Context: an optimization exercise on an open-source flow, tuned for small area, a short achievable clock period and few clock cycles. The choices shown serve that exercise and are no tape-out recipe.
Where RTL was checked, it was by simulation tests only, not by an equivalence proof against the original.
No functional check of the RTL was part of run 1.
Power and IR drop assume default switching activity.

==> flow/design.v <==
package blcr_pkg;
  localparam int POS_W   = 32;
  localparam int BYTE_W  = 8;
  localparam int LEN_W   = 5;
  localparam int MAX_OUT = 16;
endpackage
module blcr_cmp (
  input  logic [31:0] pos,
  input  logic [27:0] pos_hi_m1,
  input  logic        pos_hi_nz,
  input  logic [3:0]  lim,
  input  logic [31:0] tag,
  output logic        covered
);
  logic       hi_eq, hi_p1;
  logic [4:0] e;
  assign hi_eq = (pos[31:4] == tag[31:4]);
  assign hi_p1 = (pos_hi_m1 == tag[31:4]) && pos_hi_nz;
  assign e       = {1'b0, pos[3:0]} - {1'b0, tag[3:0]};
  assign covered = (e[4] ? hi_p1 : hi_eq) && (e[3:0] <= lim);
endmodule
module block_cache_lru_range_read_top (
  input  logic                        clk,
  input  logic                        rst_n,
  input  logic                        start,
  output logic                        busy,
  input  logic                        in_func,
  input  logic [blcr_pkg::POS_W-1:0]  in_position,
  input  logic [blcr_pkg::BYTE_W-1:0] in_push_byte,
  input  logic                        in_push_last,
  input  logic [blcr_pkg::LEN_W-1:0]  in_read_length,
  output logic                        out_valid,
  output logic                        out_hit,
  output logic [blcr_pkg::BYTE_W-1:0] out_data_byte,
  output logic                        out_last
);
  localparam int SLOTS  = 16;
  localparam int READ_Q = 8;
  logic [31:0]  tag   [SLOTS];
  logic [127:0] data  [SLOTS];
  logic [SLOTS-1:0] valid;
  logic [SLOTS-1:0][SLOTS-1:0] newer;
  logic [127:0] stage;
  logic [31:0]  stage_start;
  logic [4:0]   stage_cnt;        
  logic        c_v, c_func, c_last;
  logic [31:0] c_pos;
  logic [7:0]  c_byte;
  logic [4:0]  c_len;
  logic [27:0] c_pm1;
  logic        c_pnz;
  logic [3:0]  c_lim;
  logic        c_lok;
  logic        busy_r;
  logic        take;
  assign take = start && !busy_r;
  always_ff @(posedge clk) begin
    c_v    <= rst_n && take;
    c_func <= in_func;
    c_last <= in_push_last;
    c_pos  <= in_position;
    c_byte <= in_push_byte;
    c_len  <= in_read_length;
    c_pm1  <= in_position[31:4] - 28'd1;
    c_pnz  <= |in_position[31:4];
    c_lim  <= 4'(5'd16 - in_read_length);
    c_lok  <= (in_read_length != 5'd0) && (in_read_length <= 5'd16);
  end
  logic        s2_rd, s2_commit;
  logic [SLOTS-1:0] s2_hit;
  logic [3:0]  s2_plo;
  logic [4:0]  s2_len;
  logic [SLOTS-1:0] cov;
  logic        cov_new;
  logic [SLOTS-1:0] vdec;
  logic [SLOTS-1:0] hit1;
  for (genvar i = 0; i < SLOTS; i++) begin : g_cmp
    blcr_cmp u_cmp (
      .pos(c_pos), .pos_hi_m1(c_pm1), .pos_hi_nz(c_pnz), .lim(c_lim),
      .tag(tag[i]), .covered(cov[i])
    );
  end
  blcr_cmp u_cmp_new (
    .pos(c_pos), .pos_hi_m1(c_pm1), .pos_hi_nz(c_pnz), .lim(c_lim),
    .tag(stage_start), .covered(cov_new)
  );
  always_comb begin
    for (int i = 0; i < SLOTS; i++)
      hit1[i] = (s2_commit && vdec[i]) ? cov_new : (cov[i] && valid[i]);
    hit1 = c_lok ? hit1 : '0;
  end
  logic push1;
  assign push1 = c_v && !c_func;
  always_ff @(posedge clk) begin
    if (!rst_n) begin
      s2_rd     <= 1'b0;
      s2_commit <= 1'b0;
      stage_cnt <= '0;
    end else begin
      s2_rd     <= c_v && c_func;
      s2_commit <= push1 && c_last && (stage_cnt == 5'd15);
      if (push1) begin
        if (c_last)                  stage_cnt <= '0;
        else if (stage_cnt != 5'd16) stage_cnt <= stage_cnt + 5'd1;
      end
    end
  end
  always_ff @(posedge clk) begin
    s2_hit <= hit1;
    s2_plo <= c_pos[3:0];
    s2_len <= c_len;
    if (push1 && stage_cnt == 5'd0) stage_start <= c_pos;
  end
  for (genvar k = 0; k < 16; k++) begin : g_stage
    always_ff @(posedge clk)
      if (push1 && stage_cnt == 5'(k)) stage[8*k +: 8] <= c_byte;
  end
  logic [SLOTS-1:0] sel;
  logic             hit2;
  logic [3:0]       r;
  logic [3:0]       tlo;
  logic [3:0]       off2;
  logic [SLOTS-1:0] use2;
  always_comb begin
    for (int i = 0; i < SLOTS; i++) begin
      sel[i] = s2_hit[i];
      for (int j = 0; j < i; j++) sel[i] = sel[i] && !s2_hit[j];
    end
  end
  assign hit2 = |s2_hit;
  always_comb begin
    r   = '0;
    tlo = '0;
    for (int i = 0; i < SLOTS; i++) begin
      r   = r   | (sel[i] ? 4'(i) : 4'd0);
      tlo = tlo | (sel[i] ? tag[i][3:0] : 4'd0);
    end
  end
  assign off2 = s2_plo - tlo;
  assign use2 = s2_commit ? vdec : ((s2_rd && hit2) ? sel : '0);
  always_comb begin
    for (int i = 0; i < SLOTS; i++) begin
      vdec[i] = 1'b1;
      for (int j = 0; j < SLOTS; j++)
        if (j != i) vdec[i] = vdec[i] && !(j < i ? newer[i][j] : !newer[j][i]);
    end
  end
  always_ff @(posedge clk) begin
    if (!rst_n) begin
      valid <= '0;
    end else if (s2_commit) begin
      valid <= valid | vdec;
    end
  end
  for (genvar i = 1; i < SLOTS; i++) begin : g_age_i
    for (genvar j = 0; j < i; j++) begin : g_age_j
      always_ff @(posedge clk) begin
        if (!rst_n)       newer[i][j] <= 1'b1;
        else if (use2[i]) newer[i][j] <= 1'b1;
        else if (use2[j]) newer[i][j] <= 1'b0;
      end
    end
  end
  for (genvar i = 0; i < SLOTS; i++) begin : g_slot
    always_ff @(posedge clk) begin
      if (s2_commit && vdec[i]) begin
        tag[i]  <= stage_start;
        data[i] <= stage;
      end
    end
  end
  localparam int QD = READ_Q - 1;
  logic [QD-1:0]     qv;
  logic              qhit  [QD];
  logic [3:0]        qslot [QD];
  logic [3:0]        qptr  [QD];
  logic [4:0]        qrem  [QD];
  logic              h_v, h_last;
  logic [SLOTS-1:0]  h_ssel;
  logic [15:0]       h_bsel;
  logic [4:0]        h_rem;
  logic              done;     
  logic              hfree;    
  logic              pop;      
  logic              enq;      
  logic              ld_hit;
  logic [3:0]        ld_slot, ld_ptr;
  logic [4:0]        ld_rem;
  logic [3:0]        occ;      
  assign done  = h_v && h_last;
  assign hfree = !h_v || done;
  assign pop   = hfree && qv[0];
  assign enq   = s2_rd && !(hfree && !qv[0]);
  always_comb begin
    if (qv[0]) begin
      ld_hit = qhit[0]; ld_slot = qslot[0]; ld_ptr = qptr[0]; ld_rem = qrem[0];
    end else begin
      ld_hit = hit2;    ld_slot = r;        ld_ptr = off2;    ld_rem = s2_len;
    end
  end
  always_ff @(posedge clk) begin
    if (!rst_n) begin
      h_v <= 1'b0;
    end else if (hfree) begin
      h_v <= qv[0] || s2_rd;
    end
  end
  always_ff @(posedge clk) begin
    if (hfree) begin
      for (int i = 0; i < SLOTS; i++) h_ssel[i] <= ld_hit && (ld_slot == 4'(i));
      for (int i = 0; i < 16; i++)    h_bsel[i] <= (ld_ptr == 4'(i));
      h_rem  <= ld_rem;
      h_last <= !ld_hit || (ld_rem == 5'd1);
    end else begin
      h_bsel <= {h_bsel[14:0], h_bsel[15]};
      h_rem  <= h_rem - 5'd1;
      h_last <= (h_rem == 5'd2);
    end
  end
  always_ff @(posedge clk) begin
    if (!rst_n) begin
      qv <= '0;
    end else begin
      for (int i = 0; i < QD; i++) begin
        logic src_v, below;
        src_v = pop ? ((i + 1 < QD) ? qv[(i + 1) % QD] : 1'b0) : qv[i];
        below = (i == 0) ? 1'b1 : (pop ? qv[i] : qv[(i + QD - 1) % QD]);
        qv[i] <= src_v || (enq && !src_v && below);
      end
    end
  end
  always_ff @(posedge clk) begin
    for (int i = 0; i < QD; i++) begin
      logic src_v, below;
      src_v = pop ? ((i + 1 < QD) ? qv[(i + 1) % QD] : 1'b0) : qv[i];
      below = (i == 0) ? 1'b1 : (pop ? qv[i] : qv[(i + QD - 1) % QD]);
      if (enq && !src_v && below) begin
        qhit[i]  <= hit2;
        qslot[i] <= r;
        qptr[i]  <= off2;
        qrem[i]  <= s2_len;
      end else if (pop && i + 1 < QD) begin
        qhit[i]  <= qhit[(i + 1) % QD];
        qslot[i] <= qslot[(i + 1) % QD];
        qptr[i]  <= qptr[(i + 1) % QD];
        qrem[i]  <= qrem[(i + 1) % QD];
      end
    end
  end
  logic [3:0] occ_base;
  assign occ_base = occ - 4'(done);
  always_ff @(posedge clk) begin
    if (!rst_n) begin
      occ    <= '0;
      busy_r <= 1'b0;
    end else if (take && in_func) begin
      occ    <= occ_base + 4'd1;
      busy_r <= (occ_base >= 4'(READ_Q - 1));
    end else begin
      occ    <= occ_base;
      busy_r <= (occ_base >= 4'(READ_Q));
    end
  end
  logic [7:0]   sbyte [SLOTS];
  logic [7:0]   hbyte;
  logic         ov_r, oh_r, ol_r;
  logic [7:0]   od_r;
  always_comb begin
    hbyte = '0;
    for (int i = 0; i < SLOTS; i++) begin
      sbyte[i] = '0;
      for (int j = 0; j < 16; j++)
        sbyte[i] = sbyte[i] | (data[i][8*j +: 8] & {8{h_bsel[j]}});
      hbyte = hbyte | (sbyte[i] & {8{h_ssel[i]}});
    end
  end
  always_ff @(posedge clk) begin
    if (!rst_n) ov_r <= 1'b0;
    else        ov_r <= h_v;
    oh_r <= |h_ssel;
    ol_r <= h_last;
    od_r <= hbyte;
  end
  assign busy          = busy_r;
  assign out_valid     = ov_r;
  assign out_hit       = oh_r;
  assign out_last      = ol_r;
  assign out_data_byte = od_r;
endmodule
==> flow/run.sh <==
#!/bin/bash
# synth_recipe.tcl (not shown) runs the flow's synth.tcl, then flattens the netlist and writes it again
# the make line also repeats each setting of config.mk as NAME=value (left out here)
make -C /OpenROAD-flow-scripts/flow DESIGN_CONFIG=/design/flow/config.mk WORK_HOME=/design/flow/orfs CLKGATE_MAP_FILE= SYNTH_SCRIPT=/design/flow/synth_recipe.tcl finish
==> flow/config.mk <==
export PLATFORM = sky130hd
export DESIGN_NAME = block_cache_lru_range_read_top
export DESIGN_NICKNAME = block_cache_lru_range_read_top
export VERILOG_FILES = /design/flow/design.v
export SDC_FILE = /design/flow/constraint.sdc
export NUM_CORES = 4
export LEC_CHECK = 0
export CAP_MARGIN = 20
export CORE_MARGIN = 2
export CORE_UTILIZATION = 40
export SETUP_SLACK_MARGIN = 5
export SLEW_MARGIN = 20
==> flow/constraint.sdc <==
create_clock -name core_clock -period 10.0 [get_ports {clk}]
set_input_delay 2.0000 -clock core_clock [delete_from_list [all_inputs] [get_ports {clk}]]
set_output_delay 2.0000 -clock core_clock [all_outputs]
set_load 0.01 [all_outputs]
==> results of run 1 <==
[per-layer routing]
layer	track usage [%]	vias to the layer above	part of all wire, %
met5	0	-	0.014
met4	9.853	8	4.3
met3	3.989	835	10
met2	39.88	4676	46
met1	33.98	38660	39
li1	-	30480	-
[stage by stage]
step           area (um^2)  setup WS [ns]
6_report            140300          5.382
5_1_grt             140300          5.028
4_1_cts             140300          5.242
3_5_place_dp        129500          5.209
3_3_place_gp        129400          5.183
2_1_floorplan       123400          3.453
[cell families (layout without fill, tap and decap cells)]
| group | after synthesis | in the layout | synth area share (%) |
|---|---|---|---|
| xor+xnor | 1020 | 1020 | 7.257 |
| fa+ha+maj | 169 | 169 | 1.826 |
| buf+inv | 508 | 970 | 1.589 |
| simple gates | 1034 | 1034 | 4.836 |
| compound gates | 1610 | 1610 | 9.926 |
| mux | 79 | 79 | 0.6947 |
| flops | 3129 | 3129 | 73.87 |
| other cells | 0 | 19 | 0 |
[layout make-up]
class	instances	area [um^2]	area share [%]
clock buffers	422	8837	6.297
multi-input cells	3912	30490	21.73
diodes	19	47.55	0.03388
repair buffers	266	2361	1.682
well taps	4100	5130	3.655
inverters	107	409.1	0.2915
flip-flops and latches	3129	91070	64.90
clock inverters	175	1988	1.417
[power by group through the flow]
| stage | Clock, uW | Sequential [uW] | Combinational, uW |
|---|---|---|---|
| after floorplan | 0 | 14400 | 634 |
| after global placement | 0 | 14500 | 1040 |
| after detailed placement | 0 | 14500 | 1060 |
| after CTS | 12400 | 14200 | 1060 |
| after global routing | 12900 | 14200 | 1140 |
| final | 12300 | 14200 | 1090 |
[registers in the layout, summed over array words and instances (netlist names), 28 cells and up]
name         cells
qslot           28
stage_start     32
qrem            35
qptr            28
newer          120
stage          128
c_pos           32
data          2048
c_pm1           28
tag            512
[final timing paths]
| path | from | endpoint | slack [ns] |
|---|---|---|---|
| setup / recovery | s2_hit[4] | h_bsel[1] | 5.38 |
| hold reg to reg | c_len[4] | s2_len[4] | 0.33 |
| setup reg to reg | s2_hit[4] | h_bsel[1] | 5.38 |
| hold / removal | c_len[4] | s2_len[4] | 0.33 |
[repair_timing]
action,4_1_cts,5_1_grt
endpoints found under the setup margin,0,4
resized for setup,0,1
hold buffers,0,0
setup buffers,0,0
[cell usage in the layout, fill, tap and decap left out, types with 23 or more instances in the layout]
cell,count
nor2_1,82
clkdlybuf4s50_1,60
nor2b_1,40
clkbuf_1,72
nand3_1,183
clkbuf_16,333
a221oi_1,251
and3_1,23
clkinv_2,49
ha_1,151
a21o_1,150
nor4_1,178
bufinv_16,33
a22oi_1,563
nand2_1,86
a21oi_1,97
clkinv_1,47
o21ai_0,160
dfxtp_1,276
a22o_1,255
nor3_1,33
edfxtp_1,2834
xnor2_1,481
mux2_2,52
inv_1,102
nand4_1,276
o21a_1,48
xor2_1,537
mux2i_1,27
buf_4,187
==> flow_metrics.tcl, run 1 <==
set metrics [dict create \
    syn-mean-instance-area_um2 16.32 \
    setup_tns_ns 0 \
    worstPathCellList "or4_1, nor4_2, and2_0, a222oi_1, nand3_1, ha_1, inv_1, fa_1, xnor2_2, inv_1, or3_1, o311ai_0, o21ai_0, a21oi_1" \
    status "timing/DRC/antenna clean" \
    fin_total_pwr_uw 27580 \
    critPathSlowestCell "or4_1" \
    grt_pass1_vias 72780 \
    critPathKind "reg2reg" \
    viasPerCell 6.154 \
    drt-total-wl_mm 401.7 \
    hold_depth 0 \
    seqPwrFrac_pct 51.4 \
    syn_inst 7549 \
    numCtsBuffers 328 \
    crit_buf_inv 2 \
    rows 203 \
    cts_tree "built" \
    grt_pass1_wl_mm 556.5 \
    cts_sinks 3129 \
    synth_warnings 15 \
    cellLeakagePower_uw 0.04516 \
    critPathTopFamily "simple AND/OR/NAND/NOR gates" \
    worst_pin_slew_ns 1.460 \
    cts-root-buf "clkbuf_16" \
    pwr_density_cell_nw_per_um2 196.5 \
    p_sw_share_pct 21.64 \
    place_inst 11510 \
    fp.dieH_um 559.0 \
    drive_above_1_share_pct 10.36 \
    ys_types 86 \
    endpoint_kind "flip-flop" \
    syn-num-nets 7768 \
    syn-cell-area_um2 123200 \
    start_kind "flip-flop" \
    wl_per_cell_um 33.11 \
    p_sw_uw 5968 \
    slowest_delay_ns 0.75 \
    ys_ff_latch 3129 \
    p_comb_share_pct 3.9 \
    track_usage_pct 24.91 \
    p_int_uw 21610 \
    core-area_um2 306100 \
    cpMostUsedCell "inv_1" \
    grt_start_max_net_pins 134 \
    yosys.area.top_type "edfxtp_1" \
    synth_area_leaders "edfxtp_1 (69%), dfxtp_1 (4.8%), xor2_1 (3.8%)" \
    die_area_um2 312500 \
    clock_skew_ns 0.09239 \
    max-slew-margin-rel_pct 2.672 \
    rsz0062_at_grt "false" \
    clock.fmax_ghz 0.2165 \
    area_growth_syn_to_layout_pct 13.91 \
    finalHoldViolations 0 \
    antenna_found_initial 21 \
    start_util_pct 40.25 \
    setup_viol 0 \
    die_w_um 559.0 \
    cp.arrival_ns 5.43 \
    dpl.hpwl_mm 208.5 \
    drt_iter0_markers 10370 \
    nets 7963 \
    period_minus_slack_ns 4.618 \
    dr_total_vias 74650 \
    ir_worst_vdd_v 0.0001400 \
    async_flop_share_pct 0 \
    globalRoute.totalOverflow 0 \
    ys.flop_type "edfxtp_1" \
    drc 0 \
    hold_slack_ns 0.3266 \
    hold_class "reg2reg" \
    cap_violations 0 \
    synth.most_common_cell "edfxtp_1" \
    place.gp.congestion 0.8843 \
    cts_buffer_depth 4 \
    crit_required_ns 10.82 \
    cp_num_cells 14 \
    io_pins 62 \
    stdcell_count 12130 \
    fillers 26210 \
    power_frac_clock_pct 44.6 \
    synth-edff-count 2834 \
    ant_nets 0 \
    path_max_fanout 11 \
    clock_latency_ns 0.95 \
    drt_pre_antenna_iters 6 \
    synth_seq_area_share_pct 73.87 \
    fin_util_pct 45.85 \
    drv_slew 0 \
    synth_top_area_share_pct 69.08 \
    worst_setup_hold_path_clk_slew_ns 0.06 \
    cts.htree.levels 5 \
    r2r_cells 14 \
    synthTopCellsByCount "edfxtp_1 (2834), a22oi_1 (563), xor2_1 (537)" \
    fin_crit_sh_pct 46.18 \
    port_buffers 61 \
]
==> inputs of run 2 (changes only) <==
--- a/flow/design.v
+++ b/flow/design.v
@@ -43,6 +43,7 @@
   logic [127:0] stage;
   logic [31:0]  stage_start;
   logic [4:0]   stage_cnt;        
+  logic [3:0]   stage_wp;         
   logic        c_v, c_func, c_last;
   logic [31:0] c_pos;
   logic [7:0]  c_byte;
@@ -111,15 +112,17 @@
     s2_len <= c_len;
     if (push1 && stage_cnt == 5'd0) stage_start <= c_pos;
   end
+  logic [3:0] wpos;
+  assign wpos = (stage_cnt == 5'd0) ? c_pos[3:0] : stage_wp;
+  always_ff @(posedge clk)
+    if (push1) stage_wp <= wpos + 4'd1;
   for (genvar k = 0; k < 16; k++) begin : g_stage
     always_ff @(posedge clk)
-      if (push1 && stage_cnt == 5'(k)) stage[8*k +: 8] <= c_byte;
+      if (push1 && !stage_cnt[4] && wpos == 4'(k)) stage[8*k +: 8] <= c_byte;
   end
   logic [SLOTS-1:0] sel;
   logic             hit2;
   logic [3:0]       r;
-  logic [3:0]       tlo;
-  logic [3:0]       off2;
   logic [SLOTS-1:0] use2;
   always_comb begin
     for (int i = 0; i < SLOTS; i++) begin
@@ -130,13 +133,10 @@
   assign hit2 = |s2_hit;
   always_comb begin
     r   = '0;
-    tlo = '0;
     for (int i = 0; i < SLOTS; i++) begin
       r   = r   | (sel[i] ? 4'(i) : 4'd0);
-      tlo = tlo | (sel[i] ? tag[i][3:0] : 4'd0);
-    end
-  end
-  assign off2 = s2_plo - tlo;
+    end
+  end
   assign use2 = s2_commit ? vdec : ((s2_rd && hit2) ? sel : '0);
   always_comb begin
     for (int i = 0; i < SLOTS; i++) begin
@@ -184,7 +184,7 @@
   logic              pop;      
   logic              enq;      
   logic              ld_hit;
-  logic [3:0]        ld_slot, ld_ptr;
+  logic [3:0]        ld_ptr;
   logic [4:0]        ld_rem;
   logic [3:0]        occ;      
   assign done  = h_v && h_last;
@@ -193,9 +193,9 @@
   assign enq   = s2_rd && !(hfree && !qv[0]);
   always_comb begin
     if (qv[0]) begin
-      ld_hit = qhit[0]; ld_slot = qslot[0]; ld_ptr = qptr[0]; ld_rem = qrem[0];
-    end else begin
-      ld_hit = hit2;    ld_slot = r;        ld_ptr = off2;    ld_rem = s2_len;
+      ld_hit = qhit[0]; ld_ptr = qptr[0]; ld_rem = qrem[0];
+    end else begin
+      ld_hit = hit2;    ld_ptr = s2_plo;    ld_rem = s2_len;
     end
   end
   always_ff @(posedge clk) begin
@@ -207,7 +207,8 @@
   end
   always_ff @(posedge clk) begin
     if (hfree) begin
-      for (int i = 0; i < SLOTS; i++) h_ssel[i] <= ld_hit && (ld_slot == 4'(i));
+      for (int i = 0; i < SLOTS; i++)
+        h_ssel[i] <= qv[0] ? (qhit[0] && qslot[0] == 4'(i)) : sel[i];
       for (int i = 0; i < 16; i++)    h_bsel[i] <= (ld_ptr == 4'(i));
       h_rem  <= ld_rem;
       h_last <= !ld_hit || (ld_rem == 5'd1);
@@ -237,7 +238,7 @@
       if (enq && !src_v && below) begin
         qhit[i]  <= hit2;
         qslot[i] <= r;
-        qptr[i]  <= off2;
+        qptr[i]  <= s2_plo;
         qrem[i]  <= s2_len;
       end else if (pop && i + 1 < QD) begin
         qhit[i]  <= qhit[(i + 1) % QD];
==> flow/flow/run.sh (new file) <==
#!/bin/bash
# Standard synthesis and layout, with the setup repair aimed further below
# the clock period than the flow settings allow (SETUP_SLACK_MARGIN).
set -euo pipefail
MARGIN=$(cat flow/margin.txt)
bash standard.sh synth > synth.log 2>&1
bash standard.sh SETUP_SLACK_MARGIN=$MARGIN finish > layout.log 2>&1
==> flow/flow/margin.txt (new file) <==
7
==> flow/standard.sh (new file) <==
#!/bin/bash
# synth_recipe.tcl (not shown) runs the flow's synth.tcl, then flattens the netlist and writes it again
# the make line also repeats each setting of config.mk as NAME=value (left out here)
make -C /OpenROAD-flow-scripts/flow DESIGN_CONFIG=/design/flow/config.mk WORK_HOME=/design/flow/orfs CLKGATE_MAP_FILE= SYNTH_SCRIPT=/design/flow/synth_recipe.tcl "${@:-finish}"
removed: flow/run.sh
==> flow_metrics.tcl, run 2 <==
set metrics [dict create \
    clock.fmax_ghz 0.2870 \
    die_w_um 557.8 \
    regMostFlops "data" \
    rr_endpoint "s2_hit[3]" \
    io_pins 62 \
    dr_total_vias 74770 \
    ys_ff_latch 3133 \
    ir_worst_vdd_v 0.0001406 \
    rsz0062_at_grt "true" \
    worst_setup_hold_path_clk_slew_ns 0.06 \
    worstPathCellList "buf_6" \
    syn-num-nets 7744 \
    synth_seq_area_share_pct 74.28 \
    min-delay-start "c_len[3]" \
    place.gp.congestion 0.8508 \
    finalHoldViolations 0 \
    viasPerCell 6.147 \
    port_buffers 61 \
    place_inst 11500 \
    async_flop_share_pct 0 \
    syn_inst 7527 \
    cellLeakagePower_uw 0.04523 \
    worst_pin_slew_ns 1.198 \
    cts-root-buf "clkbuf_16" \
    start_kind "flip-flop" \
    cts_sinks 3133 \
    synth-edff-count 2838 \
    syn-cell-area_um2 122700 \
    grt_start_max_net_pins 165 \
    globalRoute.totalOverflow 0 \
    critPathKind "reg2out" \
    numCtsBuffers 323 \
    crit_required_ns 8.00 \
    antenna_found_initial 24 \
    regToRegSetupSlack_ns 7.02 \
    max-slew-margin-rel_pct 19.10 \
    cp.arrival_ns 1.48 \
    fin_crit_sh_pct 34.85 \
    synthTopCellsByCount "edfxtp_1 (2838), xnor2_1 (628), a22oi_1 (548)" \
    start_util_pct 40.15 \
    path_max_fanout 1 \
    grt_pass1_wl_mm 555.0 \
    drt_pre_antenna_iters 7 \
    synth_top_area_share_pct 69.46 \
    hold_class "reg2reg" \
    drt_iter0_markers 10470 \
    status "timing/DRC/antenna clean" \
    synth_warnings 15 \
    cts_tree "built" \
    largestRegisters "data x2048, tag x512, stage x128" \
    drv_slew 0 \
    track_usage_pct 25.14 \
    stdcell_count 12160 \
    fp.dieH_um 557.8 \
    clock_skew_ns 0.1076 \
    cap_violations 0 \
    core-area_um2 305600 \
    critPathSlowestCell "dfxtp_4" \
    setup_tns_ns 0 \
    fillers 25990 \
    r2r_cells 6 \
    critPathTopFamily "flip-flops" \
    syn-mean-instance-area_um2 16.30 \
    wl_per_cell_um 33.10 \
    drc 0 \
    endpoint_kind "output port" \
    drive_above_1_share_pct 12.01 \
    min_to "s2_len[3]" \
    period_minus_slack_ns 3.485 \
    most-common-layout-cells "edfxtp_1 (2838), xnor2_1 (628), a22oi_1 (548)" \
    crit_buf_inv 1 \
    ant_nets 0 \
    hold_depth 0 \
    final_common_cell "edfxtp_1" \
    largest_register_ffs 2048 \
    r2r-start "c_pos[15]" \
    clock_latency_ns 0.90 \
    cts.htree.levels 5 \
    slowest_delay_ns 0.45 \
    drt-total-wl_mm 402.6 \
    die_area_um2 311200 \
    cts_hold_buffers 0 \
    setup_viol 0 \
    ys.flop_type "edfxtp_1" \
    grt_pass1_vias 72340 \
    area_growth_syn_to_layout_pct 14.98 \
    yosys.area.top_type "edfxtp_1" \
    synth_area_leaders "edfxtp_1 (69%), dfxtp_1 (4.8%), xnor2_1 (4.5%)" \
    dpl.hpwl_mm 204.4 \
    rows 203 \
    cts_buffer_depth 4 \
    synth.most_common_cell "edfxtp_1" \
    ys_types 68 \
    nets 8013 \
    pwr_density_cell_nw_per_um2 191.4 \
]
==> run 2: changes by cell type after synthesis, sizes merged, moves of 19 or more <==
| cell | change |
|---|---|
| nand4 | +62 |
| nor2 | +52 |
| xor2 | -140 |
| a21oi | -19 |
| nor4 | -44 |
| nand2 | +32 |
| mux2i | -20 |
| o21ai | -20 |
| o21a | -23 |
| xnor2 | +145 |
==> run 2: where the power goes <==
part / total [uW] / switching [uW] / internal [uW]
combinational: 1110 / 721 / 387
clock: 11700 / 5020 / 6670
sequential: 14200 / 79.2 / 14100
total: 27000 / 5820 / 21200
==> run 2: final cells by class <==
| type | count | area (um^2) | area share [%] |
|---|---|---|---|
| Clock buffer | 421 | 8867 | 6.286 |
| Tap cell | 4100 | 5130 | 3.636 |
| Multi-Input combinational cell | 3891 | 30470 | 21.60 |
| Clock inverter | 153 | 1244 | 0.8816 |
| Inverter | 109 | 410.4 | 0.2909 |
| Sequential cell | 3133 | 91230 | 64.67 |
| Timing Repair Buffer | 338 | 3670 | 2.601 |
| Antenna cell | 19 | 47.55 | 0.03370 |
==> run 2: worst max path at each step <==
stage	from	end	slack [ns]	cells after the start
final	od_r[3]	out_data_byte[3]	6.52	1
after global routing	od_r[3]	out_data_byte[3]	6.51	1
after CTS	od_r[3]	out_data_byte[3]	6.47	1
after detailed placement	in_position[10]	c_pm1[27]	5.30	6
after global placement	in_position[10]	c_pm1[27]	5.29	6
after floorplan	newer[80]	newer[165]	2.81	5
==> run 2: cells by family after synthesis <==
group | count (synthesis) | synth area share [%]
AOI/OAI and AO/OA | 1549 | 9.568
adders and majority gates | 167 | 1.807
and+or+nand+nor | 1087 | 4.922
buffers and inverters | 507 | 1.576
DFF | 3133 | 74.28
muxes | 59 | 0.5344
xor gates and xnor gates | 1025 | 7.317
==> run 2: through the flow <==
step / area, um^2 / utilization [%] / hold slack [ns] / setup WS, ns / power, uW
2_1_floorplan: 122900 / - / 0.3096 / 2.814 / 15060
3_3_place_gp: 128900 / 42.19 / 0.3218 / 5.291 / 15500
3_5_place_dp: 128900 / 42.19 / 0.3219 / 5.299 / 15510
4_1_cts: 140300 / 45.93 / 0.3359 / 6.471 / 27060
5_1_grt: 141000 / 46.16 / 0.3447 / 6.507 / 27650
6_report: 141100 / 46.17 / 0.3320 / 6.515 / 27010
==> run 2: routing by layer <==
metal | wire length [um] | vias up | track usage, % | share of wire (%)
met5 | 69 | - | 0 | 0.017
met4 | 19130 | 10 | 10.40 | 4.8
met1 | 155700 | 38630 | 34.20 | 39
li1 | - | 30460 | - | -
met2 | 185200 | 4784 | 39.95 | 46
met3 | 42470 | 890 | 4.299 | 11
==> run 2: what timing repair did <==
| item | 4_1_cts | 5_1_grt |
|---|---|---|
| hold endpoints to repair | 0 | 0 |
| setup buffers | 42 | 21 |
| pin swaps | 27 | 16 |
| gates cloned | 7 | 2 |
| endpoints found under the setup margin | 822 | 538 |
| gates resized for setup | 249 | 97 |
Testbench counts of run 2, summed over its fixed seeds: cycles 7,161.
==> inputs of run 3 (changes only) <==
--- a/flow/config.mk
+++ b/flow/config.mk
@@ -7,6 +7,9 @@
 export LEC_CHECK = 0
 export CAP_MARGIN = 20
 export CORE_MARGIN = 2
-export CORE_UTILIZATION = 40
+export CORE_UTILIZATION = 60
+export CTS_CLUSTER_DIAMETER = 150
+export CTS_CLUSTER_SIZE = 25
+export PLACE_DENSITY = 0.7
 export SETUP_SLACK_MARGIN = 5
 export SLEW_MARGIN = 20
==> flow_metrics.tcl, run 3 <==
set metrics [dict create \
    synth.most_common_cell "edfxtp_1" \
    clock_skew_ns 0.05723 \
    most-common-layout-cells "edfxtp_1 (2838), xnor2_1 (626), a22oi_1 (547)" \
    viasPerCell 7.075 \
    synth_seq_area_share_pct 74.28 \
    endpoint_kind "output port" \
    grt_pass1_wl_mm 522.7 \
    critPathKind "reg2out" \
    ir_worst_vdd_v 0.0001853 \
    met3WireLength_mm 46.33 \
    slowest_delay_ns 0.42 \
    synth-edff-count 2838 \
    rsz0062_at_grt "true" \
    place.gp.congestion 0.9064 \
    top_layer "met4" \
    cts_buffer_depth 3 \
    numCtsBuffers 143 \
    wl_met1_mm 133.2 \
    synth_warnings 15 \
    syn-mean-instance-area_um2 16.30 \
    die_w_um 456.2 \
    ys.flop_type "edfxtp_1" \
    globalRoute.totalOverflow 0 \
    syn_inst 7527 \
    drc 0 \
    cts.htree.levels 4 \
    regMostFlops "data" \
    fillers 13870 \
    max-slew-margin-rel_pct 13.10 \
    crit_required_ns 8.00 \
    syn-cell-area_um2 122700 \
    synth_area_leaders "edfxtp_1 (69%), dfxtp_1 (4.8%), xnor2_1 (4.5%)" \
    track_usage_pct 35.45 \
    antenna_found_initial 20 \
    finalHoldViolations 0 \
    cellLeakagePower_uw 0.04227 \
    dr_total_vias 73860 \
    period_minus_slack_ns 3.402 \
    setup_tns_ns 0 \
    fp.dieH_um 456.2 \
    clock.fmax_ghz 0.2940 \
    seqCellArea_um2 91220 \
    ys_ff_latch 3133 \
    drv_slew 0 \
    die_area_um2 208100 \
    ant_nets 0 \
    port_buffers 61 \
    start_kind "flip-flop" \
    grt_pass1_vias 70730 \
    largest_register_ffs 2048 \
    worst_pin_slew_ns 1.304 \
    largestRegisters "data x2048, tag x512, stage x128" \
    drive_above_1_share_pct 8.432 \
    core-area_um2 202700 \
    drt-total-wl_mm 375.8 \
    fin_crit_sh_pct 34.02 \
    wl_met2_mm 176.3 \
    synth_top_area_share_pct 69.46 \
    critPathTopFamily "flip-flops" \
    dpl.hpwl_mm 198.0 \
    area_growth_syn_to_layout_pct 8.564 \
    io_pins 62 \
    cp.arrival_ns 1.40 \
    multi_input_area_um2 30470 \
    status "timing/DRC/antenna clean" \
    start_util_pct 60.52 \
    yosys.area.top_type "edfxtp_1" \
    cap_violations 0 \
    fin_total_pwr_uw 22130 \
    cts_sinks 3133 \
    worst_setup_hold_path_clk_slew_ns 0.10 \
    drt_pre_antenna_iters 6 \
    setup_viol 0 \
    final_common_cell "edfxtp_1" \
    nets 7829 \
    cts_tree "built" \
    path_max_fanout 1 \
    synthTopCellsByCount "edfxtp_1 (2838), xnor2_1 (628), a22oi_1 (548)" \
    hold_class "reg2reg" \
    ys_types 68 \
    syn-num-nets 7744 \
    drt_iter0_markers 11310 \
    cts_hold_buffers 0 \
    rows 165 \
    wl_per_cell_um 36.00 \
    pwr_density_cell_nw_per_um2 166.1 \
    critPathSlowestCell "dfxtp_4" \
    worstPathCellList "buf_6" \
    cts-root-buf "clkbuf_16" \
    clock_latency_ns 0.88 \
    async_flop_share_pct 0 \
    grt_start_max_net_pins 165 \
    crit_buf_inv 1 \
]
## run 3: cell counts after synthesis
Identical to the previous run, type by type.
## run 3: through the flow
stage                     util (%)  std cells  worst slack (ns)  hold slack (ns)  instance area, um^2
final                        65.70      10440             6.598           0.3363               133200
after floorplan                  -       7527             2.814           0.3096               122900
after global routing         65.65      10400             6.572           0.3462               133100
after detailed placement     62.74      10090             5.259           0.3135               127200
after CTS                    65.35      10380             6.548           0.3380               132500
after global placement       62.74      10090             5.345           0.3178               127200
## run 3: worst paths after layout
| path | from | endpoint | slack (ns) | depth (start not counted) |
|---|---|---|---|---|
| max | od_r[7] | out_data_byte[7] | 6.60 | 1 |
| min | c_len[2] | s2_len[2] | 0.34 | 0 |
| max reg2reg | c_pos[0] | s2_hit[9] | 6.95 | 10 |
| min reg2reg | c_len[2] | s2_len[2] | 0.34 | 0 |
## run 3: layout make-up
type                       instances  share of cell area (%)
timing repair buffer             333                   2.513
clock buffer                     240                   3.008
tap                             2672                   2.510
clock inverter                    14                  0.2076
sequential                      3133                   68.49
antenna                           47                 0.08830
multi-input combinational       3892                   22.87
inverter                         109                  0.3109
## run 3: metal layers
metal / vias up / global-route usage [%]
met5: - / 0
met4: 0 / 16.55
met3: 979 / 6.689
met2: 5466 / 56.24
met1: 37490 / 47.88
li1: 29930 / -
## run 3: where the power goes
part / internal [uW] / leakage (uW) / switching [uW]
clock: 2820 / 0.00202 / 4040
sequential: 14100 / 0.0279 / 78.8
combinational: 382 / 0.0123 / 697
total: 17300 / 0.0423 / 4810
## run 3: repair_timing
item / 4_1_cts / 5_1_grt
pin swaps: 19 / 22
gates cloned: 6 / 3
resized for setup: 258 / 89
setup endpoints to repair: 1270 / 687
setup buffers: 29 / 15
## run 3: kinds of logic (layout without fill, tap and decap cells)
logic type,Yosys count,after routing,share of synthesized area [%]
DFF,3133,3133,74.28
xor gates and xnor gates,1025,1025,7.317
adders and majority gates,167,167,1.807
buffers and inverters,507,696,1.576
and+or+nand+nor,1087,1092,4.922
muxes,59,59,0.5344
other,0,47,0
AOI/OAI and AO/OA,1549,1549,9.568
==> inputs of run 4 (changes only) <==
==> flow/flow/margin.txt (replaced) <==
6.7
--- a/flow/config.mk
+++ b/flow/config.mk
@@ -7,9 +7,9 @@
 export LEC_CHECK = 0
 export CAP_MARGIN = 20
 export CORE_MARGIN = 2
-export CORE_UTILIZATION = 60
+export CORE_UTILIZATION = 70
 export CTS_CLUSTER_DIAMETER = 150
 export CTS_CLUSTER_SIZE = 25
-export PLACE_DENSITY = 0.7
+export PLACE_DENSITY = 0.8
 export SETUP_SLACK_MARGIN = 5
 export SLEW_MARGIN = 20
==> flow_metrics.tcl, run 4 <==
set metrics [dict create \
    port_buffers 61 \
    rsz0062_at_grt "true" \
    slowest_delay_ns 0.46 \
    syn-num-nets 7744 \
    cts_sinks 3133 \
    area_growth_syn_to_layout_pct 7.312 \
    endpoint_kind "output port" \
    critPathTopFamily "flip-flops" \
    cap_violations 0 \
    antenna_found_initial 16 \
    ant_nets 0 \
    grt_pass1_vias 72150 \
    stdcell_count 10050 \
    cts.htree.levels 4 \
    max-slew-margin-rel_pct 20.49 \
    pwr_density_cell_nw_per_um2 166.7 \
    syn-mean-instance-area_um2 16.30 \
    status "timing/DRC/antenna clean" \
    syn_inst 7527 \
    worst_pin_slew_ns 1.193 \
    final_common_cell "edfxtp_1" \
    drv_slew 0 \
    syn-cell-area_um2 122700 \
    nets 7789 \
    worst_slack_ns 6.516 \
    period_minus_slack_ns 3.484 \
    finalHoldViolations 0 \
    cts_tree "built" \
    clock.fmax_ghz 0.2870 \
    worst_setup_hold_path_clk_slew_ns 0.09 \
    fin_crit_sh_pct 34.84 \
    die_area_um2 178600 \
    viasPerCell 7.434 \
    dp_worst_setup_slack_ns 5.246 \
    globalRoute.totalOverflow 0 \
    most-common-layout-cells "edfxtp_1 (2838), xnor2_1 (628), a22oi_1 (548)" \
    largestRegisters "data x2048, tag x512, stage x128" \
    drt_pre_antenna_iters 8 \
    critPathKind "reg2out" \
    dr_total_vias 74720 \
    numCtsBuffers 143 \
    synth_seq_area_share_pct 74.28 \
    power_frac_clock_pct 30.6 \
    ys_ff_latch 3133 \
    p_sw_uw 4674 \
    seqPwrFrac_pct 64.7 \
    multi_input_area_um2 30140 \
    worstPathCellList "clkbuf_2" \
    setup_tns_ns 0 \
    cts-root-buf "clkbuf_16" \
    grt_start_max_net_pins 165 \
    fillers 9854 \
    place.gp.congestion 0.9026 \
    synth_warnings 15 \
    path_max_fanout 1 \
    rows 153 \
    ys_types 68 \
    synthTopCellsByCount "edfxtp_1 (2838), xnor2_1 (628), a22oi_1 (548)" \
    drc 0 \
    track_usage_pct 40.22 \
    p_sw_share_pct 21.29 \
    crit_required_ns 8.00 \
    start_kind "flip-flop" \
    clock_latency_ns 0.86 \
    cellLeakagePower_uw 0.04176 \
    ir_worst_vdd_v 0.0001703 \
    drive_above_1_share_pct 7.496 \
    core-area_um2 174000 \
    start_util_pct 70.50 \
    crit_buf_inv 1 \
    regMostFlops "data" \
    dpl.hpwl_mm 191.4 \
    wl_per_cell_um 35.91 \
    fin_util_pct 75.66 \
    p_int_uw 17280 \
    clock_skew_ns 0.03575 \
    p_comb_share_pct 4.7 \
    synth_top_area_share_pct 69.46 \
    synth-edff-count 2838 \
    hold_class "reg2reg" \
    synth_area_leaders "edfxtp_1 (69%), dfxtp_1 (4.8%), xnor2_1 (4.5%)" \
    yosys.area.top_type "edfxtp_1" \
    largest_register_ffs 2048 \
    seqCellArea_um2 91220 \
    async_flop_share_pct 0 \
    ys.flop_type "edfxtp_1" \
    drt-total-wl_mm 360.9 \
    io_pins 62 \
    setup_viol 0 \
    cts_hold_buffers 0 \
    die_w_um 422.7 \
    place_inst 9728 \
    drt_iter0_markers 12500 \
    cp.arrival_ns 1.48 \
    fp.dieH_um 422.7 \
    cts_buffer_depth 3 \
    synth.most_common_cell "edfxtp_1" \
    grt_pass1_wl_mm 508.6 \
    critPathSlowestCell "dfxtp_4" \
]
## run 4: logic make-up (layout without fill, tap and decap cells)
group | Yosys count | in the layout | share of synthesized area [%]
flops | 3133 | 3133 | 74.28
compound gates | 1549 | 1549 | 9.568
simple gates | 1087 | 1092 | 4.922
xor+xnor | 1025 | 1025 | 7.317
buf+inv | 507 | 659 | 1.576
fa+ha+maj | 167 | 167 | 1.807
mux | 59 | 59 | 0.5344
other cells | 0 | 41 | 0
## run 4: per-layer routing
| metal | vias to the layer above | routed length, um | GRT usage (%) |
|---|---|---|---|
| met5 | - | 72 | 0 |
| met4 | 10 | 26160 | 24.77 |
| met3 | 1360 | 52040 | 9.636 |
| met2 | 6663 | 164400 | 61.42 |
| met1 | 36870 | 118300 | 52.86 |
| li1 | 29810 | - | - |
## run 4: worst paths after layout
path	startpoint	end	slack [ns]	cells after the start
max	od_r[4]	out_data_byte[4]	6.52	1
min	c_len[2]	s2_len[2]	0.33	0
max reg2reg	h_bsel[5]	od_r[4]	6.67	9
min reg2reg	c_len[2]	s2_len[2]	0.33	0
## run 4: area by class of cell
type	count	share of cell area, %
inverter	109	0.3117
tap	2325	2.210
multi-input combinational	3892	22.90
clock buffer	245	3.057
sequential	3133	69.29
timing repair buffer	293	2.026
antenna	41	0.07793
clock inverter	12	0.1340
## run 4: stage by stage
stage                     hold WS (ns)  power (uW)  instance area [um^2]
after floorplan                 0.3096       15060                122900
after global placement          0.3159       15440                126700
after detailed placement        0.3135       15470                126700
after CTS                       0.3360       21870                131300
after global routing            0.3410       22390                131600
final                           0.3342       21950                131700
## run 4: power groups by stage
stage	logic (uW)	registers, uW	clock network [uW]
after floorplan	613	14400	0
after global placement	951	14500	0
after detailed placement	979	14500	0
after CTS	989	14200	6690
after global routing	1070	14200	7130
final	1030	14200	6730
## run 4: worst reg2reg max path, stage by stage (launching register included)
cell	delay, ns
dfxtp_4	0.51
buf_6	0.32
buf_6	0.34
buf_8	0.31
a22o_1	0.28
a221oi_1	0.29
nand4_1	0.16
a22oi_1	0.26
nand3_1	0.11
or4_1	0.61
## run 4: timing repair
item,in CTS,in global routing
cloned,4,1
endpoints found under the setup margin,716,675
hold endpoints to repair,0,0
gates resized for setup,147,60
pin swaps,12,8
buffers inserted,14,3
==> inputs of run 5 (changes only) <==
==> flow/flow/margin.txt (replaced) <==
7
==> flow_metrics.tcl, run 5 <==
set metrics [dict create \
    busiest_layer "met2" \
    critPathTopFamily "flip-flops" \
    drv_slew 0 \
    synth_seq_area_share_pct 74.28 \
    regMostFlops "data" \
    start_util_pct 70.50 \
    synth_area_leaders "edfxtp_1 (69%), dfxtp_1 (4.8%), xnor2_1 (4.5%)" \
    power_frac_clock_pct 30.7 \
    start_kind "flip-flop" \
    grt_pass1_wl_mm 515.2 \
    cts.htree.levels 4 \
    crit_required_ns 8.00 \
    wl_per_cell_um 36.82 \
    clock_skew_ns 0.03333 \
    max-slew-margin-rel_pct 9.384 \
    synthTopCellsByCount "edfxtp_1 (2838), xnor2_1 (628), a22oi_1 (548)" \
    die_w_um 422.7 \
    dpl.hpwl_mm 191.4 \
    seqCellArea_um2 91220 \
    globalRouteMet2Util_pct 62.36 \
    most-common-layout-cells "edfxtp_1 (2838), xnor2_1 (627), a22oi_1 (548)" \
    worstPathCellList "buf_6" \
    clock_latency_ns 0.88 \
    status "timing/DRC/antenna clean" \
    largest_register_ffs 2048 \
    yosys.area.top_type "edfxtp_1" \
    async_flop_share_pct 0 \
    cts_tree "built" \
    p_int_uw 17300 \
    dr_total_vias 75110 \
    worst_pin_slew_ns 1.359 \
    finalHoldViolations 0 \
    p_sw_share_pct 21.46 \
    p_comb_share_pct 4.9 \
    p_sw_uw 4727 \
    area_growth_syn_to_layout_pct 8.295 \
    drc 0 \
    die_area_um2 178600 \
    ir_worst_vdd_v 0.0002071 \
    fillers 9620 \
    worst_setup_hold_path_clk_slew_ns 0.10 \
    ant_nets 0 \
    pwr_density_cell_nw_per_um2 165.8 \
    seqPwrFrac_pct 64.4 \
    period_minus_slack_ns 3.492 \
    drive_above_1_share_pct 8.583 \
    syn-cell-area_um2 122700 \
    cp.arrival_ns 1.49 \
    cts_sinks 3133 \
    io_pins 62 \
    track_usage_pct 40.84 \
    grt_start_max_net_pins 165 \
    path_max_fanout 1 \
    place.gp.congestion 0.9026 \
    cts_buffer_depth 3 \
    port_buffers 61 \
    ys_ff_latch 3133 \
    synth_top_area_share_pct 69.46 \
    met3_usage_pct 9.766 \
    slowest_delay_ns 0.47 \
    largestRegisters "data x2048, tag x512, stage x128" \
    syn_inst 7527 \
    synth_warnings 15 \
    hold_class "reg2reg" \
    use_met1_pct 53.29 \
    cap_violations 0 \
    stdcell_count 10080 \
    multi_input_area_um2 30540 \
    fin_total_pwr_uw 22020 \
    syn-mean-instance-area_um2 16.30 \
    ys.flop_type "edfxtp_1" \
    hold_slack_ns 0.3352 \
    ys_types 68 \
    synth-edff-count 2838 \
    fin_crit_sh_pct 34.92 \
    numCtsBuffers 143 \
    synth.most_common_cell "edfxtp_1" \
    cellLeakagePower_uw 0.04228 \
    clock.fmax_ghz 0.2864 \
    grt_pass1_vias 72810 \
    globalRoute.totalOverflow 0 \
    nets 7830 \
    fp.dieH_um 422.7 \
    final_common_cell "edfxtp_1" \
    drt-total-wl_mm 371.1 \
    crit_buf_inv 1 \
    drt_iter0_markers 12430 \
    critPathKind "reg2out" \
    setup_tns_ns 0 \
    syn-num-nets 7744 \
    endpoint_kind "output port" \
    rsz0062_at_grt "true" \
    viasPerCell 7.451 \
    critPathSlowestCell "dfxtp_4" \
    place_inst 9728 \
    cts-root-buf "clkbuf_16" \
    rows 153 \
    antenna_found_initial 18 \
    core-area_um2 174000 \
    setup_viol 0 \
    drt_pre_antenna_iters 8 \
]
run 5: cell types whose count changed in the layout (fill, tap and decap cells not counted), moves of 7 or more:
| cell | before | now |
|---|---|---|
| buf_12 | 10 | 34 |
| buf_8 | 7 | 21 |
| diode_2 | 41 | 30 |
| nand2_1 | 122 | 112 |
| buf_6 | 39 | 48 |
| nand2_2 | 1 | 10 |
| buf_4 | 185 | 177 |
| nor4_4 | 8 | 16 |
| nor2_4 | 5 | 12 |
run 5: metal layers:
metal,wire length [um],part of all wire [%]
met5,133,0.036
met4,30430,8.2
met3,55230,15
met2,166700,45
met1,118700,32
run 5: kinds of logic after synthesis:
logic type               synth area share, %
flip-flops                             74.28
AO/OA/AOI/OAI                          9.568
AND/OR/NAND/NOR                        4.922
XOR/XNOR                               7.317
buffers and inverters                  1.576
adder cells (fa/ha/maj)                1.807
multiplexers                          0.5344
run 5: power by group through the flow:
stage	Combinational [uW]	Clock [uW]	Sequential [uW]
floorplan	613	0	14400
global placement	951	0	14500
detailed placement	979	0	14500
CTS	1010	6690	14200
global route	1110	7130	14200
finish	1080	6760	14200
run 5: what timing repair did:
action,in CTS,in global routing
hold buffers,0,0
gates cloned,6,3
resized for setup,267,119
setup endpoints to repair,1237,967
pin swaps,21,23
buffers inserted,36,18
run 5: worst paths after layout:
path / end / from / cells after the start / slack [ns]
setup / recovery: out_data_byte[4] / od_r[4] / 1 / 6.51
hold / removal: s2_len[2] / c_len[2] / 0 / 0.34
setup reg to reg: newer[176] / s2_hit[2] / 6 / 6.99
hold reg to reg: s2_len[2] / c_len[2] / 0 / 0.34
run 5: final cells by class:
class	instances	area share, %
Clock inverter	12	0.1328
Tap cell	2325	2.189
Timing Repair Buffer	332	2.636
Inverter	109	0.3089
Clock buffer	245	3.029
Antenna cell	30	0.05650
Sequential cell	3133	68.66
Multi-Input combinational cell	3894	22.99
run 5: stage by stage:
step / setup slack [ns] / utilization, % / cell area (um^2)
finish: 6.508 / 76.35 / 132900
CTS: 6.505 / 75.82 / 131900
global route: 6.548 / 76.33 / 132800
global placement: 5.369 / 72.79 / 126700
detailed placement: 5.246 / 72.80 / 126700
floorplan: 2.814 / - / 122900
run 5: worst register-to-register path: cells and delay by family (launching register included):
kind / cells / cell delay, ns
compound gates: 3 / 1.11
simple gates: 3 / 1.33
flops: 1 / 0.47
==> inputs of run 6 (changes only) <==
--- a/flow/config.mk
+++ b/flow/config.mk
@@ -7,9 +7,9 @@
 export LEC_CHECK = 0
 export CAP_MARGIN = 20
 export CORE_MARGIN = 2
-export CORE_UTILIZATION = 70
+export CORE_UTILIZATION = 65
 export CTS_CLUSTER_DIAMETER = 150
 export CTS_CLUSTER_SIZE = 25
-export PLACE_DENSITY = 0.8
+export PLACE_DENSITY = 0.75
 export SETUP_SLACK_MARGIN = 5
 export SLEW_MARGIN = 20
==> flow_metrics.tcl, run 6 <==
set metrics [dict create \
    status "timing/DRC/antenna clean" \
    rsz0062_at_grt "true" \
    grt_pass1_wl_mm 511.8 \
    fp.dieH_um 438.5 \
    fin_total_pwr_uw 21970 \
    critPathSlowestCell "dfxtp_4" \
    async_flop_share_pct 0 \
    p_sw_share_pct 21.41 \
    syn_inst 7527 \
    fin_crit_sh_pct 33.83 \
    path_max_fanout 1 \
    regMostFlops "data" \
    synth_compound_area_share_pct 9.568 \
    cap_violations 0 \
    cts.htree.levels 4 \
    p_sw_uw 4703 \
    drt_iter0_markers 11960 \
    dr_total_vias 73710 \
    syn-cell-area_um2 122700 \
    cellLeakagePower_uw 0.04203 \
    hold_class "reg2reg" \
    cp.arrival_ns 1.38 \
    antenna_found_initial 18 \
    finalHoldViolations 0 \
    io_pins 62 \
    ys_types 68 \
    wl_per_cell_um 35.68 \
    viasPerCell 7.205 \
    core-area_um2 187600 \
    slowest_delay_ns 0.41 \
    cts_buffer_depth 3 \
    ys_ff_latch 3133 \
    synth_top_area_share_pct 69.46 \
    max-slew-margin-rel_pct 16.80 \
    pwr_density_cell_nw_per_um2 165.8 \
    start_kind "flip-flop" \
    ir_worst_vdd_v 0.0001484 \
    area_growth_syn_to_layout_pct 8.032 \
    dpl.hpwl_mm 193.0 \
    synth_xor_area_share_pct 7.317 \
    place.gp.congestion 0.8924 \
    crit_required_ns 8.00 \
    cts_sinks 3133 \
    setup_tns_ns 0 \
    nets 7813 \
    fillers 11640 \
    yosys.area_share.adder_pct 1.807 \
    power_frac_clock_pct 30.6 \
    cts_tree "built" \
    cts-root-buf "clkbuf_16" \
    seqPwrFrac_pct 64.6 \
    clock_skew_ns 0.03197 \
    drc 0 \
    syn-mean-instance-area_um2 16.30 \
    synth_warnings 15 \
    synth_area_leaders "edfxtp_1 (69%), dfxtp_1 (4.8%), xnor2_1 (4.5%)" \
    yosys.area_share.simple_pct 4.922 \
    synth.most_common_cell "edfxtp_1" \
    synth-edff-count 2838 \
    drt-total-wl_mm 364.9 \
    rows 159 \
    numCtsBuffers 143 \
    p_int_uw 17270 \
    crit_buf_inv 1 \
    clock_latency_ns 0.87 \
    setup_viol 0 \
    stdcell_count 10230 \
    yosys.area.top_type "edfxtp_1" \
    clock.fmax_ghz 0.2956 \
    grt_pass1_vias 71300 \
    critPathTopFamily "flip-flops" \
    most-common-layout-cells "edfxtp_1 (2838), xnor2_1 (628), a22oi_1 (546)" \
    globalRoute.totalOverflow 0 \
    place_inst 9902 \
    regToRegSetupSlack_ns 6.90 \
    largestRegisters "data x2048, tag x512, stage x128" \
    grt_start_max_net_pins 165 \
    track_usage_pct 37.72 \
    worst_pin_slew_ns 1.248 \
    synth_seq_area_share_pct 74.28 \
    drive_above_1_share_pct 8.169 \
    largest_register_ffs 2048 \
    critPathKind "reg2out" \
    port_buffers 61 \
    drt_pre_antenna_iters 6 \
    die_area_um2 192200 \
    start_util_pct 65.40 \
    syn-num-nets 7744 \
    period_minus_slack_ns 3.383 \
    ys.flop_type "edfxtp_1" \
    worstPathCellList "buf_6" \
    synth_top_family_by_area "compound AO/OA/AOI/OAI gates" \
    endpoint_kind "output port" \
    ant_nets 0 \
    final_common_cell "edfxtp_1" \
    drv_slew 0 \
    die_w_um 438.5 \
    worst_setup_hold_path_clk_slew_ns 0.10 \
    synthTopCellsByCount "edfxtp_1 (2838), xnor2_1 (628), a22oi_1 (548)" \
    muxShareOfSynthArea_pct 0.5344 \
    p_comb_share_pct 4.9 \
]
run 6: cell types whose count changed in the layout (fill, tap and decap cells not counted), moves of 6 or more:
cell      change
buf_4        +14
buf_12       -11
buf_6        -11
buf_8        -10
o21ai_1      +10
nand2_1       +9
o21ai_0       -9
clkbuf_1      -8
nand2_2       -8
nor2_1        +7
inv_1         -6
run 6: worst register-to-register path, cell delays in order (launching register included):
cell        delay (ns)
dfxtp_4           0.37
clkinvlp_4        0.16
buf_8             0.17
buf_4             0.12
buf_4             0.09
ha_1              0.15
inv_1             0.07
fa_1              0.40
a21o_1            0.19
a21oi_2           0.40
nand3_1           0.12
o21ai_1           0.57
a32o_1            0.26
run 6: final timing paths:
kind | startpoint | to | cells past startpoint
worst max-delay path | od_r[1] | out_data_byte[1] | 1
worst min-delay path | c_len[4] | s2_len[4] | 0
worst max register to register | c_pos[0] | s2_hit[9] | 12
worst min register to register | c_len[4] | s2_len[4] | 0
run 6: power by group through the flow:
stage / combinational (uW) / sequential [uW] / clock (uW)
after floorplan: 613 / 14400 / 0
after global placement: 965 / 14500 / 0
after detailed placement: 989 / 14500 / 0
after CTS: 1020 / 14200 / 6710
after global routing: 1110 / 14200 / 7140
final: 1070 / 14200 / 6720
run 6: timing repair:
item                                    4_1_cts  5_1_grt
pin swaps                                    15       30
resized for setup                           244       74
hold buffers                                  0        0
cloned                                        4        4
buffers inserted                             24       11
endpoints found under the setup margin      907      835
run 6: final cells by class:
cell class                      instances  area [um^2]  area share, %
Clock buffer                          236         3970          2.995
Tap cell                             2495         3122          2.355
Multi-Input combinational cell       3891        30390          22.93
Sequential cell                      3133        91220          68.82
Antenna cell                           34        85.08        0.06419
Inverter                              109        416.7         0.3144
Timing Repair Buffer                  318         3164          2.387
Clock inverter                         13        173.9         0.1312
run 6: logic make-up (layout without fill, tap and decap cells):
| kind of cell | Yosys count | count (layout) |
|---|---|---|
| flops | 3133 | 3133 |
| compound gates | 1549 | 1549 |
| buf+inv | 507 | 676 |
| simple gates | 1087 | 1091 |
| fa+ha+maj | 167 | 167 |
| mux | 59 | 59 |
| other cells | 0 | 34 |
| xor+xnor | 1025 | 1025 |
run 6: through the flow:
stage	hold WS (ns)	worst slack, ns	util (%)	area [um^2]
global placement	0.3228	5.371	67.68	127000
CTS	0.3357	6.561	70.36	132000
finish	0.3316	6.617	70.65	132500
global route	0.3445	6.597	70.63	132500
floorplan	0.3096	2.814	-	122900
detailed placement	0.3212	5.357	67.68	127000
run 6: routing by layer:
layer | GRT usage [%] | routed length [um] | up-vias | part of all wire (%)
met1 | 50.55 | 124900 | 36840 | 34
li1 | - | - | 29850 | -
met3 | 8.304 | 49730 | 1098 | 14
met5 | 0 | 41 | - | 0.011
met4 | 18.89 | 22890 | 8 | 6.3
met2 | 59.01 | 167300 | 5919 | 46

[port drivers added, routing unchanged]
How much do the figures lean on ideal ports? The routed layouts below were timed once more, with nothing changed but the port constraints. Step 1 sets driving cells, clkbuf_16 on the clock port and buf_2 on the other inputs (assumed; they add their load-dependent delay and slew). Step 2, shift: input delay + t, output delay - t, t = (earliest + latest rising clock arrival at the registers) / 2. This alone moves slack from input paths to output paths. Three values: no drivers, after step 1, after step 2; two values: the first two.
| run | t (ns) | setup WS [ns] | worst register clock-pin slew, ns |
|---|---|---|---|
| run 1 | 1.007 | 5.382 / 5.382 / 5.171 | 0.07 / 0.07 |
| run 2 | 0.941 | 6.515 / 6.423 / 5.804 | 0.07 / 0.07 |
| run 3 | 0.938 | 6.598 / 6.507 / 5.841 | 0.11 / 0.11 |
| run 4 | 0.946 | 6.516 / 6.414 / 5.759 | 0.11 / 0.11 |
| run 5 | 0.958 | 6.508 / 6.408 / 5.806 | 0.11 / 0.11 |
| run 6 | 0.936 | 6.617 / 6.527 / 5.871 | 0.11 / 0.11 |
After both steps setup and hold are still met in every run listed.
